This design comes from an exercise in tuning for small area, a short achievable clock period and few clock cycles per item on the open sky130 flow, not from production work. Only simulation tests tie the RTL to the original design; equivalence was not proved.

Setup of before:
==> flow/design.v (excerpt) <==
module dehaze_top (
    input  logic         clk,
    input  logic         rst,
    input  logic         in_valid,
    output logic         in_ready,
    input  logic [215:0] window,
    input  logic [23:0]  atm,
    input  logic [47:0]  atm_inv,
    output logic         out_valid,
    input  logic         out_ready,
    output logic [23:0]  out_pixel
);
    logic take;
    logic [71:0] chan_r, chan_g, chan_b;
    logic [11:0] ps_r, pc_r, ps_g, pc_g, ps_b, pc_b;
    logic [11:0] sum_r, sum_g, sum_b;
    for (genvar k = 0; k < 9; k++) begin : g_chan
        assign chan_r[8*k +: 8] = window[24*k + 16 +: 8];
        assign chan_g[8*k +: 8] = window[24*k + 8 +: 8];
        assign chan_b[8*k +: 8] = window[24*k +: 8];
    end
    sum9_cs u_sr (.x(chan_r), .ps(ps_r), .pc(pc_r));
    sum9_cs u_sg (.x(chan_g), .ps(ps_g), .pc(pc_g));
    sum9_cs u_sb (.x(chan_b), .ps(ps_b), .pc(pc_b));
    logic [47:0] sinv_c;
    for (genvar c = 0; c < 3; c++) begin : g_sinv
        assign sinv_c[16*c +: 16] = atm_inv[16*c +: 16] - {4'd0, atm_inv[16*c+4 +: 12]};
    end
    assign sum_r = ps_r + pc_r;
    assign sum_g = ps_g + pc_g;
    assign sum_b = ps_b + pc_b;
    logic        v1;
  ...
Size in the first run: about 5800 cells after synthesis, roughly 700 flip-flops, about 320 I/O pins, roughly 51000 µm² of cells after synthesis.
clock: 10.0 ns
lec_check: 0
abc_area: 1
cap_margin: 20
core_margin: 2
core_utilization: 55
setup_slack_margin: 4.3
slew_margin: 20
run.sh (not shown) runs the stock make flow with config.mk's settings and CLKGATE_MAP_FILE= SYNTH_SCRIPT=/design/flow/synth_recipe.tcl, a recipe that flattens the netlist after the stock synthesis.
Testbench counts of before, summed over its fixed seeds: cycles 2,456, items 2,400.
Here is what was changed in the inputs of after compared with before.
Settings: SETUP_SLACK_MARGIN now 4.5, was 4.3; CORE_UTILIZATION now 48, was 55.
Taking before as the reference, in after buffer count from post-CTS setup fixing climbed 29, maximum number of pins on one net before global-route repair moved down.
Cmp after and before / share of the final layout cell area in sequential cells / lower: after
after vs before — placer congestion estimate dropped 2.1%.

---

Another version of the RTL of dehaze_top (not shown whole).
For scale: ~5400 cells after synthesis, roughly 540 flip-flops, about 0.051 mm² of cells after synthesis.
Settings: LEC_CHECK=0, ABC_AREA=1, CAP_MARGIN=20, CORE_MARGIN=2, CORE_UTILIZATION=40, SETUP_SLACK_MARGIN=5, SLEW_MARGIN=20; clock period 10.0 ns.
Testbench counts at the start, summed over its fixed seeds: cycles 2,456, items 2,400.
Edit:
CORE_UTILIZATION = 65   (was 40)
SETUP_SLACK_MARGIN = 4.5   (was 5)
=> Cell area is lower by 2.6%. Worst setup slack got worse by 0.17 ns. Cell count is lower by 8.6%. Sequential share of layout area is higher by 0.65 points. Worst hold slack improved by 0.016 ns.
Edit:
CORE_UTILIZATION = 55   (was 65)
SETUP_SLACK_MARGIN = 4.0   (was 4.5)
Fmax went up slightly.
Core utilization drops by 15 points.
Register-to-register slack gains 0.11 ns.
First-iteration DRC count went down by about a fifth.
Non-clock buffer count falls by 156.
Hold slack is about the same.
Worst setup slack improved by 0.11 ns.
Via count decreases by a few percent.
Cell area goes down by a few percent.
Edit:
CORE_UTILIZATION = 40   (was 55)
SETUP_SLACK_MARGIN = 4.5   (was 4.0)
Area after synthesis is unchanged; setup slack is better by 0.094 ns; cell count rises by 7.8%; wire length rises by 3.4%; clock skew falls by 0.0052 ns; non-clock buffer count rises by 78.

---

RTL: one of the versions met above, not the one the previous note started from.
Size: roughly 5800 cells after synthesis, ~700 flip-flops, about 320 I/O pins, about 51000 sq um of cells after synthesis.
==> flow/config.mk <==
export PLATFORM = sky130hd
export DESIGN_NAME = dehaze_top
export DESIGN_NICKNAME = dehaze_top
export VERILOG_FILES = /design/flow/design.v
export SDC_FILE = /design/flow/constraint.sdc
export NUM_CORES = 4
export LEC_CHECK = 0
export ABC_AREA = 1
export CAP_MARGIN = 20
export CORE_MARGIN = 2
export CORE_UTILIZATION = 55
export SETUP_SLACK_MARGIN = 5.0
export SLEW_MARGIN = 20
==> flow/constraint.sdc <==
create_clock -name core_clock -period 10.0 [get_ports {clk}]
set_input_delay 2.0000 -clock core_clock [delete_from_list [all_inputs] [get_ports {clk}]]
set_output_delay 2.0000 -clock core_clock [all_outputs]
set_load 0.01 [all_outputs]
The baseline completed without violations.
Testbench counts at the start, summed over its fixed seeds: cycles 2,456, items 2,400.
Then changed:
SETUP_SLACK_MARGIN = 4.5   (was 5.0)
After rerunning: Register-to-register slack is worse by 0.03 ns. First-iteration DRC count goes down by 1.4%. Global-route usage is lower by 0.44 points.

---

Another version of the RTL of dehaze_top (not shown whole).
Size in the first run: about 5900 cells after synthesis, about 690 flip-flops, roughly 52000 um2 of cells after synthesis.
// dehaze_top
module dehaze_top (
    input  logic         clk,
    input  logic         rst,
    input  logic         in_valid,
    output logic         in_ready,
    input  logic [215:0] window,
    input  logic [23:0]  atm,
    input  logic [47:0]  atm_inv,
    output logic         out_valid,
    input  logic         out_ready,
    output logic [23:0]  out_pixel
);
clock: 10.0 ns
lec_check: 0
abc_area: 1
cap_margin: 20
core_margin: 2
core_utilization: 50
setup_slack_margin: 4.0
slew_margin: 20
Testbench counts at the start, summed over its fixed seeds: cycles 2,456, items 2,400.
==> next run, changes <==
Settings changed: CORE_UTILIZATION 50 to 55, SETUP_SLACK_MARGIN 4.0 to 4.5.
After rerunning:
- final area goes up by 2.0%
- synthesized cell count stays the same
- wire length rose by 2.9%
- via count rose by 1.3%
- non-clock buffer count climbs by 62
- die area fell by 9.0%
- core utilization is higher by 7.4 points

separate check: timing with driven ports:
No port has a modelled driver above. Below, the same layouts with a new extraction and two added sets of constraints. Step 1, drivers: a clkbuf_16 drives clk and a buf_2 each remaining input, both assumed. Step 2, shift: input delay + t, output delay - t, t = (earliest + latest rising clock arrival at the registers) / 2. This alone moves slack from input paths to output paths. Slacks: ideal ports / drivers / drivers and shift; pairs: ideal ports / drivers.
| run | t (ns) | slack for setup (ns) | worst setup path after step 2 | worst register clock-pin slew, ns | cell pins on the clock port's net |
|---|---|---|---|---|---|
| before | 0.709 | 4.431 / 4.431 / 3.796 | input to register | 0.07 / 0.07 | 1 |
| after | 0.708 | 4.501 / 4.501 / 3.926 | input to register | 0.07 / 0.07 | 1 |
| the first run of note 2 | 0.732 | 3.836 / 3.836 / 3.836 | register to register | 0.07 / 0.07 | 1 |
| the second run of note 2 | 0.710 | 3.669 / 3.669 / 3.669 | register to register | 0.07 / 0.07 | 1 |
| the third run of note 2 | 0.730 | 3.777 / 3.777 / 3.461 | input to register | 0.07 / 0.07 | 1 |
| the fourth run of note 2 | 0.704 | 3.871 / 3.871 / 3.871 | register to register | 0.07 / 0.07 | 1 |
| the first run of note 3 | 0.719 | 4.625 / 4.625 / 4.148 | input to register | 0.07 / 0.07 | 1 |
| the second run of note 3 | 0.714 | 4.596 / 4.596 / 3.929 | input to register | 0.07 / 0.07 | 1 |
| the first run of note 4 | 0.721 | 4.252 / 4.281 / 3.585 | input to register | 0.07 / 0.07 | 1 |
| the second run of note 4 | 0.718 | 4.492 / 4.458 / 3.944 | input to register | 0.07 / 0.07 | 1 |
After both steps setup and hold are still met in every run listed.
